Source: an optimization exercise on an open RTL-to-GDS flow (aim: small area and a short achievable clock period). Production flows keep margins and buffers that such runs may drop. RTL that was checked went through simulation tests only; none was proved equivalent to the original. Power and IR drop assume default switching activity.

==> run A <==
Design mem_wb_stage, start of the top module:
module mem_wb_stage #(
    parameter int ADDR_W = 6,
    parameter int DATA_W = 32
) (
    input  logic              clk,
    input  logic              reset,
    input  logic              stall,
    input  logic [DATA_W-1:0] alu_result_in,
    input  logic [DATA_W-1:0] write_data_in,
    input  logic [4:0]        write_reg_in,
    input  logic              mem_read_in,
    input  logic              mem_write_in,
    input  logic              mem_to_reg_in,
    input  logic              reg_write_in,
    output logic [DATA_W-1:0] wb_data_out,
    output logic [4:0]        wb_reg_out,
    output logic              wb_regwrite_out,
    output logic              mem_fault_out,
    output logic              init_busy_out
);
==> flow/config.mk <==
export PLATFORM = sky130hd
export DESIGN_NAME = mem_wb_stage
export DESIGN_NICKNAME = mem_wb_stage
export VERILOG_FILES = /design/flow/design.v
export SDC_FILE = /design/flow/constraint.sdc
export NUM_CORES = 4
export LEC_CHECK = 0
export CAP_MARGIN = 20
export CORE_MARGIN = 2
export CORE_UTILIZATION = 40
export PLACE_DENSITY = 0.6
export SETUP_SLACK_MARGIN = 1.8
export SLEW_MARGIN = 20
export SYNTH_HIERARCHICAL = 1
==> flow/constraint.sdc <==
create_clock -name core_clock -period 4.0 [get_ports {clk}]
set_input_delay 0.8000 -clock core_clock [delete_from_list [all_inputs] [get_ports {clk}]]
set_output_delay 0.8000 -clock core_clock [all_outputs]
set_load 0.01 [all_outputs]
standard.sh (not shown) runs the stock make flow with config.mk's settings and CLKGATE_MAP_FILE= SYNTH_SCRIPT=/design/flow/synth_recipe.tcl, a recipe that flattens the netlist after the stock synthesis.
==> flow/flow/run.sh <==
#!/bin/bash
# Standard layout with a few ORFS knobs changed:
#  - ports are buffered with plain buffers (not delay cells), and timing repair may resize
#    across cell footprints, so input/output buffers on critical paths can be upsized;
#  - the floorplan-stage repair loop is skipped (the netlist has no ABC buffers to remove);
#  - CTS does not add dummy loads.
# The make output goes to std_flow.log here; each ORFS step logs under orfs/logs/.
set -euo pipefail
bash standard.sh \
  REMOVE_ABC_BUFFERS=1 \
  MATCH_CELL_FOOTPRINT=0 \
  "BUFFER_PORTS_ARGS=-buffer_cell sky130_fd_sc_hd__buf_2" \
  "CTS_ARGS=-sink_clustering_enable -repair_clock_nets -dont_use_dummy_load" \
  finish > std_flow.log 2>&1
==> inputs of run F, as changes to run A <==
==> flow/design.v (replaced) <==
module mwb_nor2  (input logic a, b, output logic y);          assign y = ~(a | b);              endmodule
module mwb_nor3  (input logic a, b, c, output logic y);       assign y = ~(a | b | c);          endmodule
module mwb_nand2 (input logic a, b, output logic y);          assign y = ~(a & b);              endmodule
module mwb_nand3 (input logic a, b, c, output logic y);       assign y = ~(a & b & c);          endmodule
module mwb_and2  (input logic a, b, output logic y);          assign y = a & b;                 endmodule
module mwb_o22ai (input logic a1, a2, b1, b2, output logic y); assign y = ~((a1 | a2) & (b1 | b2)); endmodule
module mwb_o31ai (input logic a1, a2, a3, b1, output logic y); assign y = ~((a1 | a2 | a3) & b1); endmodule
module mwb_a222oi (input logic a1, a2, b1, b2, c1, c2, output logic y);
    assign y = ~((a1 & a2) | (b1 & b2) | (c1 & c2));
endmodule
module mwb_a32o  (input logic a1, a2, a3, b1, b2, output logic y); assign y = (a1 & a2 & a3) | (b1 & b2); endmodule
module mwb_dec3 (input logic [2:0] a, output logic [7:0] y);
    for (genvar i = 0; i < 8; i++) begin : g_y
        assign y[i] = (a == 3'(i));
    end
endmodule
module mwb_ctl (
    input  logic addr_ok,              
    input  logic mem_read_in, mem_write_in, mem_to_reg_in, reg_write_in,
    input  logic stall, reset, init,
    input  logic rw_q, fault_q,
    output logic sel_rd_n, sel_wd, sel_alu, hold,
    output logic rw_d, fault_d
);
    logic run, upd, fault, store_ok;
    assign run      = !reset && !init;
    assign upd      = run && !stall;
    assign hold     = run && stall;
    assign fault    = (mem_read_in | mem_write_in) && !addr_ok;
    assign store_ok = mem_write_in && addr_ok;
    assign sel_rd_n = !(upd && mem_to_reg_in && !fault && !store_ok);
    assign sel_wd   = upd && mem_to_reg_in && !fault && store_ok;
    assign sel_alu  = upd && !mem_to_reg_in;
    assign rw_d     = hold ? rw_q : (upd && reg_write_in && !(fault && mem_read_in));
    assign fault_d  = hold ? fault_q : (upd && fault);
endmodule
module mem_wb_stage #(
    parameter int ADDR_W = 6,
    parameter int DATA_W = 32
) (
    input  logic              clk,
    input  logic              reset,
    input  logic              stall,
    input  logic [DATA_W-1:0] alu_result_in,
    input  logic [DATA_W-1:0] write_data_in,
    input  logic [4:0]        write_reg_in,
    input  logic              mem_read_in,
    input  logic              mem_write_in,
    input  logic              mem_to_reg_in,
    input  logic              reg_write_in,
    output logic [DATA_W-1:0] wb_data_out,
    output logic [4:0]        wb_reg_out,
    output logic              wb_regwrite_out,
    output logic              mem_fault_out,
    output logic              init_busy_out
);
    localparam int DEPTH = 1 << ADDR_W;
    logic                init_q;
    logic                busy_q;       
    logic [3:0]          wen_q;        
    logic [ADDR_W-1:0]   clr_ptr_q;
    logic [DATA_W-1:0]   ram_q [DEPTH];
    logic [DATA_W-1:0]   wb_data_q;
    logic [4:0]          wb_reg_q;
    logic                wb_regwrite_q;
    logic                mem_fault_q;
    logic [26:0] zbits;
    logic [8:0]  nz;       
    logic [2:0]  nzg_n;    
    logic        addr_ok;
    assign zbits = {1'b0, alu_result_in[31:8], alu_result_in[1:0]};
    for (genvar k = 0; k < 9; k++) begin : g_nz
        mwb_nor3 u_nor (.a(zbits[3*k]), .b(zbits[3*k+1]), .c(zbits[3*k+2]), .y(nz[k]));
    end
    for (genvar k = 0; k < 3; k++) begin : g_nzg
        mwb_nand3 u_nand (.a(nz[3*k]), .b(nz[3*k+1]), .c(nz[3*k+2]), .y(nzg_n[k]));
    end
    mwb_nor3 u_ok (.a(nzg_n[0]), .b(nzg_n[1]), .c(nzg_n[2]), .y(addr_ok));
    logic [7:0] lo, hi, plo, phi;
    mwb_dec3 u_dlo (.a(alu_result_in[4:2]), .y(lo));
    mwb_dec3 u_dhi (.a(alu_result_in[7:5]), .y(hi));
    mwb_dec3 u_plo (.a(clr_ptr_q[2:0]),     .y(plo));
    mwb_dec3 u_phi (.a(clr_ptr_q[5:3]),     .y(phi));
    logic       st, fill;
    logic [7:0] sthi, fillhi;
    logic [DEPTH-1:0] wsel;
    logic [DATA_W-1:0] wdata;
    assign st   = mem_write_in && !stall && !reset && !init_q;
    assign fill = init_q && !reset;
    for (genvar j = 0; j < 8; j++) begin : g_wdec
        mwb_and2 u_sthi (.a(st),   .b(hi[j]),  .y(sthi[j]));
        mwb_and2 u_fill (.a(fill), .b(phi[j]), .y(fillhi[j]));
    end
    for (genvar b = 0; b < DATA_W; b++) begin : g_wdata
        assign wdata[b] = write_data_in[b] & wen_q[b / 8];
    end
    logic [DEPTH-1:0] rsel_n;
    for (genvar w = 0; w < DEPTH; w++) begin : g_word
        mwb_a32o  u_wsel (.a1(addr_ok), .a2(sthi[w / 8]), .a3(lo[w % 8]),
                          .b1(fillhi[w / 8]), .b2(plo[w % 8]), .y(wsel[w]));
        mwb_nand2 u_rsel (.a(hi[w / 8]),   .b(lo[w % 8]),   .y(rsel_n[w]));
        always_ff @(posedge clk) begin
            if (wsel[w]) ram_q[w] <= wdata;
        end
    end
    logic sel_rd_n, sel_wd, sel_alu, hold, rw_d, fault_d;
    mwb_ctl u_ctl (
        .addr_ok(addr_ok),
        .mem_read_in(mem_read_in), .mem_write_in(mem_write_in),
        .mem_to_reg_in(mem_to_reg_in), .reg_write_in(reg_write_in),
        .stall(stall), .reset(reset), .init(init_q),
        .rw_q(wb_regwrite_q), .fault_q(mem_fault_q),
        .sel_rd_n(sel_rd_n), .sel_wd(sel_wd), .sel_alu(sel_alu), .hold(hold),
        .rw_d(rw_d), .fault_d(fault_d)
    );
    logic [DATA_W-1:0] wb_data_d;
    for (genvar b = 0; b < DATA_W; b++) begin : g_bit
        logic [31:0] y;    
        logic [15:0] u;    
        logic [7:0]  t;    
        logic [3:0]  s;    
        logic [1:0]  v;    
        logic        other_n;
        for (genvar p = 0; p < 32; p++) begin : g_p
            mwb_o22ai u_o (.a1(ram_q[2*p][b]), .a2(rsel_n[2*p]),
                           .b1(ram_q[2*p+1][b]), .b2(rsel_n[2*p+1]), .y(y[p]));
        end
        for (genvar q = 0; q < 16; q++) begin : g_u
            mwb_nor2 u_n (.a(y[2*q]), .b(y[2*q+1]), .y(u[q]));
        end
        for (genvar q = 0; q < 8; q++) begin : g_t
            mwb_nand2 u_n (.a(u[2*q]), .b(u[2*q+1]), .y(t[q]));
        end
        for (genvar q = 0; q < 4; q++) begin : g_s
            mwb_nor2 u_n (.a(t[2*q]), .b(t[2*q+1]), .y(s[q]));
        end
        for (genvar q = 0; q < 2; q++) begin : g_v
            mwb_nand2 u_n (.a(s[2*q]), .b(s[2*q+1]), .y(v[q]));
        end
        mwb_a222oi u_oth (.a1(sel_wd), .a2(write_data_in[b]), .b1(sel_alu), .b2(alu_result_in[b]),
                          .c1(hold), .c2(wb_data_q[b]), .y(other_n));
        mwb_o31ai u_wb (.a1(v[0]), .a2(v[1]), .a3(sel_rd_n), .b1(other_n), .y(wb_data_d[b]));
    end
    always_ff @(posedge clk) begin
        if (reset) begin
            init_q    <= 1'b1;
            clr_ptr_q <= '0;
        end else if (init_q) begin
            clr_ptr_q <= clr_ptr_q + ADDR_W'(1);
            if (&clr_ptr_q) init_q <= 1'b0;
        end
    end
    for (genvar k = 0; k < 4; k++) begin : g_wen
        always_ff @(posedge clk) begin
            if (reset) begin
                wen_q[k] <= 1'b0;
            end else begin
                wen_q[k] <= wen_q[k] | (init_q & (&clr_ptr_q));
            end
        end
    end
    always_ff @(posedge clk) begin
        if (reset) begin
            busy_q <= 1'b1;
        end else if (busy_q && (&clr_ptr_q)) begin
            busy_q <= 1'b0;
        end
    end
    always_ff @(posedge clk) begin
        wb_data_q     <= wb_data_d;
        wb_regwrite_q <= rw_d;
        mem_fault_q   <= fault_d;
        if (reset || init_q) begin
            wb_reg_q <= '0;
        end else if (!stall) begin
            wb_reg_q <= write_reg_in;
        end
    end
    assign wb_data_out     = wb_data_q;
    assign wb_reg_out      = wb_reg_q;
    assign wb_regwrite_out = wb_regwrite_q;
    assign mem_fault_out   = mem_fault_q;
    assign init_busy_out   = busy_q;
endmodule
==> flow/flow/run.sh (replaced) <==
#!/bin/bash
# Standard layout with a few ORFS knobs changed:
#  - ports are buffered with plain buffers (not delay cells), and timing repair may resize
#    across cell footprints, so input/output buffers on critical paths can be upsized;
#  - the floorplan-stage repair loop is skipped (the netlist has no ABC buffers to remove);
#  - CTS does not add dummy loads and clusters up to 30 sinks within 80 um per leaf buffer.
# The make output goes to std_flow.log here; each ORFS step logs under orfs/logs/.
set -euo pipefail
bash standard.sh \
  REMOVE_ABC_BUFFERS=1 \
  MATCH_CELL_FOOTPRINT=0 \
  "BUFFER_PORTS_ARGS=-buffer_cell sky130_fd_sc_hd__buf_2" \
  "CTS_ARGS=-sink_clustering_enable -repair_clock_nets -dont_use_dummy_load -sink_clustering_size 30 -sink_clustering_max_diameter 80" \
  finish > std_flow.log 2>&1
==> flow/config.mk (replaced) <==
export PLATFORM = sky130hd
export DESIGN_NAME = mem_wb_stage
export DESIGN_NICKNAME = mem_wb_stage
export VERILOG_FILES = /design/flow/design.v
export SDC_FILE = /design/flow/constraint.sdc
export NUM_CORES = 4
export LEC_CHECK = 0
export CAP_MARGIN = 20
export CORE_MARGIN = 2
export CORE_UTILIZATION = 50
export PLACE_DENSITY = 0.7
export SETUP_SLACK_MARGIN = 2.0
export SLEW_MARGIN = 20
export SYNTH_HIERARCHICAL = 1
export TNS_END_PERCENT = 0
==> run summary <==
|  | run A | run F |
|---|---|---|
| Outcome | no timing/DRC/antenna violations | no timing/DRC/antenna violations |
| Finished Layout Cells | 7283 | 7001 |
| Global-route wire length before repair | 359 mm | 320 mm |
| Wire length on met1 | 95.7 mm | 81.3 mm |
| Post-route clock period utilization | 63.3% | 62.4% |
| Die Outline Area | 191000 um2 | 154000 um2 |
| Met3 Use GR | 5.25% | 10.8% |
| Maximum clock rate | 0.395 GHz | 0.401 GHz |
| Net count, final | 4879 | 5062 |
| Highest fanout seen on the critical path | 32 | 30 |
| Initial antenna violation count | 14 | 18 |
| GPL Wtd Cong | 0.851 | 0.936 |
| Cell count after synthesis | 3786 | 4432 |
| Number of sequential cells | 2094 | 2099 |


==> inputs of run a <==
Another version of the RTL of mem_wb_stage (not shown whole).
==> module mem_wb_stage, before the edit <==
module mem_wb_stage #(
    parameter int ADDR_W = 6,
    parameter int DATA_W = 32
) (
    input  logic              clk,
    input  logic              reset,
    input  logic              stall,
    input  logic [DATA_W-1:0] alu_result_in,
    input  logic [DATA_W-1:0] write_data_in,
    input  logic [4:0]        write_reg_in,
    input  logic              mem_read_in,
    input  logic              mem_write_in,
    input  logic              mem_to_reg_in,
    input  logic              reg_write_in,
    output logic [DATA_W-1:0] wb_data_out,
    output logic [4:0]        wb_reg_out,
    output logic              wb_regwrite_out,
    output logic              mem_fault_out,
    output logic              init_busy_out
);
    localparam int DEPTH = 1 << ADDR_W;
    logic                init_q;
    logic [ADDR_W-1:0]   clr_ptr_q;
    logic [DATA_W-1:0]   ram_q [DEPTH];
    logic [DATA_W-1:0]   wb_data_q;
    logic [4:0]          wb_reg_q;
    logic                wb_regwrite_q;
    logic                mem_fault_q;
    logic [ADDR_W-1:0]   word_idx;
    logic                addr_ok;
    logic                fault;
    logic                store_ok;
    logic                store_go;
    logic                fill_go;
    logic [7:0]          idx_lo, idx_hi, ptr_lo, ptr_hi;
    logic [7:0]          wsel_lo, wsel_hi;
    logic [DEPTH-1:0]    wsel;
    logic [DEPTH-1:0]    rsel;
    logic [DATA_W-1:0]   wdata;
    logic [DATA_W-1:0]   rd;
    logic                sel_rd, sel_wd, sel_alu;
    assign word_idx = alu_result_in[ADDR_W+1:2];
    assign addr_ok  = (alu_result_in[1:0] == 2'b00) && (alu_result_in[DATA_W-1:ADDR_W+2] == '0);
    assign fault    = (mem_read_in | mem_write_in) && !addr_ok;
    assign store_ok = mem_write_in && addr_ok && !stall;
    assign store_go = store_ok && !init_q && !reset;
    assign fill_go  = init_q && !reset;
    for (genvar i = 0; i < 8; i++) begin : g_pre
        assign idx_lo[i] = (word_idx[2:0] == 3'(i));
        assign idx_hi[i] = (word_idx[5:3] == 3'(i));
        assign ptr_lo[i] = (clr_ptr_q[2:0] == 3'(i));
        assign ptr_hi[i] = (clr_ptr_q[5:3] == 3'(i));
    end
    assign wsel_lo = init_q ? ptr_lo : idx_lo;
    assign wsel_hi = ({8{fill_go}} & ptr_hi) | ({8{store_go}} & idx_hi);
    assign wdata   = init_q ? '0 : write_data_in;
    for (genvar w = 0; w < DEPTH; w++) begin : g_word
        assign wsel[w] = wsel_hi[w / 8] && wsel_lo[w % 8];
        assign rsel[w] = idx_hi[w / 8] && idx_lo[w % 8];
        always_ff @(posedge clk) begin
            if (wsel[w]) ram_q[w] <= wdata;
        end
    end
    always_comb begin
        rd = '1;
        for (int w = 0; w < DEPTH; w++) begin
            rd = rd & (ram_q[w] | {DATA_W{!rsel[w]}});
        end
    end
    assign sel_alu = !mem_to_reg_in;
    assign sel_wd  = mem_to_reg_in && !fault && store_ok;
    assign sel_rd  = mem_to_reg_in && !fault && !store_ok;
    always_ff @(posedge clk) begin
        if (reset) begin
            init_q    <= 1'b1;
            clr_ptr_q <= '0;
        end else if (init_q) begin
            clr_ptr_q <= clr_ptr_q + ADDR_W'(1);
            if (&clr_ptr_q) init_q <= 1'b0;
        end
    end
    always_ff @(posedge clk) begin
        if (reset || init_q) begin
            wb_data_q     <= '0;
            wb_reg_q      <= '0;
            wb_regwrite_q <= 1'b0;
            mem_fault_q   <= 1'b0;
        end else if (!stall) begin
            wb_data_q     <= ({DATA_W{sel_rd}}  & rd) |
                             ({DATA_W{sel_wd}}  & write_data_in) |
                             ({DATA_W{sel_alu}} & alu_result_in);
            wb_reg_q      <= write_reg_in;
            wb_regwrite_q <= reg_write_in && !(fault && mem_read_in);
            mem_fault_q   <= fault;
        end
    end
    assign wb_data_out     = wb_data_q;
    assign wb_reg_out      = wb_reg_q;
    assign wb_regwrite_out = wb_regwrite_q;
    assign mem_fault_out   = mem_fault_q;
    assign init_busy_out   = init_q;
endmodule
clock: 4.0 ns
lec_check: 0
cap_margin: 20
core_margin: 2
core_utilization: 60
place_density: 0.7
setup_slack_margin: 1.5
slew_margin: 20
run.sh (not shown) runs the stock make flow with config.mk's settings and CLKGATE_MAP_FILE= SYNTH_SCRIPT=/design/flow/synth_recipe.tcl, a recipe that flattens the netlist after the stock synthesis.
Stock flow here: none of the scripts above is used.
==> inputs of run b, as changes to run a <==
==> flow/design.v (replaced) <==
module mem_wb_stage #(
    parameter int ADDR_W = 6,
    parameter int DATA_W = 32
) (
    input  logic              clk,
    input  logic              reset,
    input  logic              stall,
    input  logic [DATA_W-1:0] alu_result_in,
    input  logic [DATA_W-1:0] write_data_in,
    input  logic [4:0]        write_reg_in,
    input  logic              mem_read_in,
    input  logic              mem_write_in,
    input  logic              mem_to_reg_in,
    input  logic              reg_write_in,
    output logic [DATA_W-1:0] wb_data_out,
    output logic [4:0]        wb_reg_out,
    output logic              wb_regwrite_out,
    output logic              mem_fault_out,
    output logic              init_busy_out
);
    localparam int DEPTH = 1 << ADDR_W;
    typedef enum logic {ST_INIT, ST_RUN} state_t;
    state_t              state_q, state_d;
    logic [ADDR_W-1:0]   clr_ptr_q, clr_ptr_d;
    logic [DATA_W-1:0]   ram_q [DEPTH];
    logic [DATA_W-1:0]   wb_data_q, wb_data_d;
    logic [4:0]          wb_reg_q, wb_reg_d;
    logic                wb_regwrite_q, wb_regwrite_d;
    logic                mem_fault_q, mem_fault_d;
    logic [ADDR_W-1:0]   word_idx;
    logic                access;
    logic                fault;
    logic                store_ok;
    logic [DATA_W-1:0]   load_data;
    logic                ram_we;
    logic [ADDR_W-1:0]   ram_waddr;
    logic [DATA_W-1:0]   ram_wdata;
    assign word_idx = alu_result_in[ADDR_W+1:2];
    assign access   = mem_read_in | mem_write_in;
    assign fault    = access && ((alu_result_in[1:0] != 2'b00) ||
                                 (alu_result_in[DATA_W-1:ADDR_W+2] != '0));
    always_comb begin
        state_d       = state_q;
        clr_ptr_d     = clr_ptr_q;
        wb_data_d     = wb_data_q;
        wb_reg_d      = wb_reg_q;
        wb_regwrite_d = wb_regwrite_q;
        mem_fault_d   = mem_fault_q;
        store_ok      = 1'b0;
        load_data     = '0;
        ram_we        = 1'b0;
        ram_waddr     = clr_ptr_q;
        ram_wdata     = '0;
        case (state_q)
            ST_INIT: begin
                ram_we        = 1'b1;
                clr_ptr_d     = clr_ptr_q + ADDR_W'(1);
                wb_data_d     = '0;
                wb_reg_d      = '0;
                wb_regwrite_d = 1'b0;
                mem_fault_d   = 1'b0;
                if (&clr_ptr_q) begin
                    state_d = ST_RUN;
                end
            end
            default: begin
                store_ok  = mem_write_in && !fault && !stall;
                ram_we    = store_ok;
                ram_waddr = word_idx;
                ram_wdata = write_data_in;
                if (!fault) begin
                    load_data = store_ok ? write_data_in : ram_q[word_idx];
                end
                if (!stall) begin
                    wb_data_d     = mem_to_reg_in ? load_data : alu_result_in;
                    wb_reg_d      = write_reg_in;
                    wb_regwrite_d = reg_write_in && !(fault && mem_read_in);
                    mem_fault_d   = fault;
                end
            end
        endcase
    end
    always_ff @(posedge clk) begin
        if (reset) begin
            state_q       <= ST_INIT;
            clr_ptr_q     <= '0;
            wb_data_q     <= '0;
            wb_reg_q      <= '0;
            wb_regwrite_q <= 1'b0;
            mem_fault_q   <= 1'b0;
        end else begin
            state_q       <= state_d;
            clr_ptr_q     <= clr_ptr_d;
            wb_data_q     <= wb_data_d;
            wb_reg_q      <= wb_reg_d;
            wb_regwrite_q <= wb_regwrite_d;
            mem_fault_q   <= mem_fault_d;
        end
    end
    always_ff @(posedge clk) begin
        if (ram_we && !reset) begin
            ram_q[ram_waddr] <= ram_wdata;
        end
    end
    assign wb_data_out     = wb_data_q;
    assign wb_reg_out      = wb_reg_q;
    assign wb_regwrite_out = wb_regwrite_q;
    assign mem_fault_out   = mem_fault_q;
    assign init_busy_out   = (state_q == ST_INIT);
endmodule
- CORE_UTILIZATION: 60 -> 40
- PLACE_DENSITY: 0.7 -> unset
- SETUP_SLACK_MARGIN: 1.5 -> unset
==> run_results.csv <==
group,metric,value,unit
run_status,status,"stopped before the end",
run_status,haltStage,"global routing (5_1_grt)",
run_status,tool.error,"[ERROR GRT-0232] Routing congestion too high. Check the congestion heatmap in the GUI.",
synth,synthAdderAreaFrac,0.0977,%
floorplan,initial_core_util,60.4,%
grt,grtUsageMet2,88.4,%
floorplan,die_y,362,µm
grt,grt-ovfl-total,13,
-- figures above: run a

==> run_results.csv <==
group,metric,value,unit
grt,grtUsageMet2,38.7,%
grt,grt-ovfl-total,0,
run_status,status,"finished clean",
power,power.internal,36.0,mW
floorplan,die_y,458,µm
floorplan,initial_core_util,40.2,%
-- figures above: run b

Function not checked in run a: the RTL went through the layout flow alone.

-- afterwards: timing with drivers on the ports --
The flow's constraints put no driver on any port. The routed layouts listed below were extracted and timed again, unchanged, in two steps. Step 1: set_driving_cell puts a clkbuf_16 on clk and a buf_2 on each other input, an assumption about the parent block. Step 2 moves the port delays by t, midway between the first and last clock arrival at a register: inputs arrive t later, outputs are due t later. That takes back most of the time a late clock gives input paths. a / b / c = no drivers / after step 1 / after step 2; a / b = the first two.
run	t (ns)	setup slack, ns	cell pins on the clock port's net
run A of note 1	0.898	1.469 / 1.527 / 0.629	1
run F of note 1	0.815	1.506 / 1.453 / 0.687	1
run b of note 2	0.942	0.381 / 0.420 / -0.522	1
Met with ideal ports but missed after step 2: setup timing in run b of note 2. For run b of note 2, which loses most, drivers alone change the setup slack by +0.039 ns; drivers and shift together by -0.903 ns.
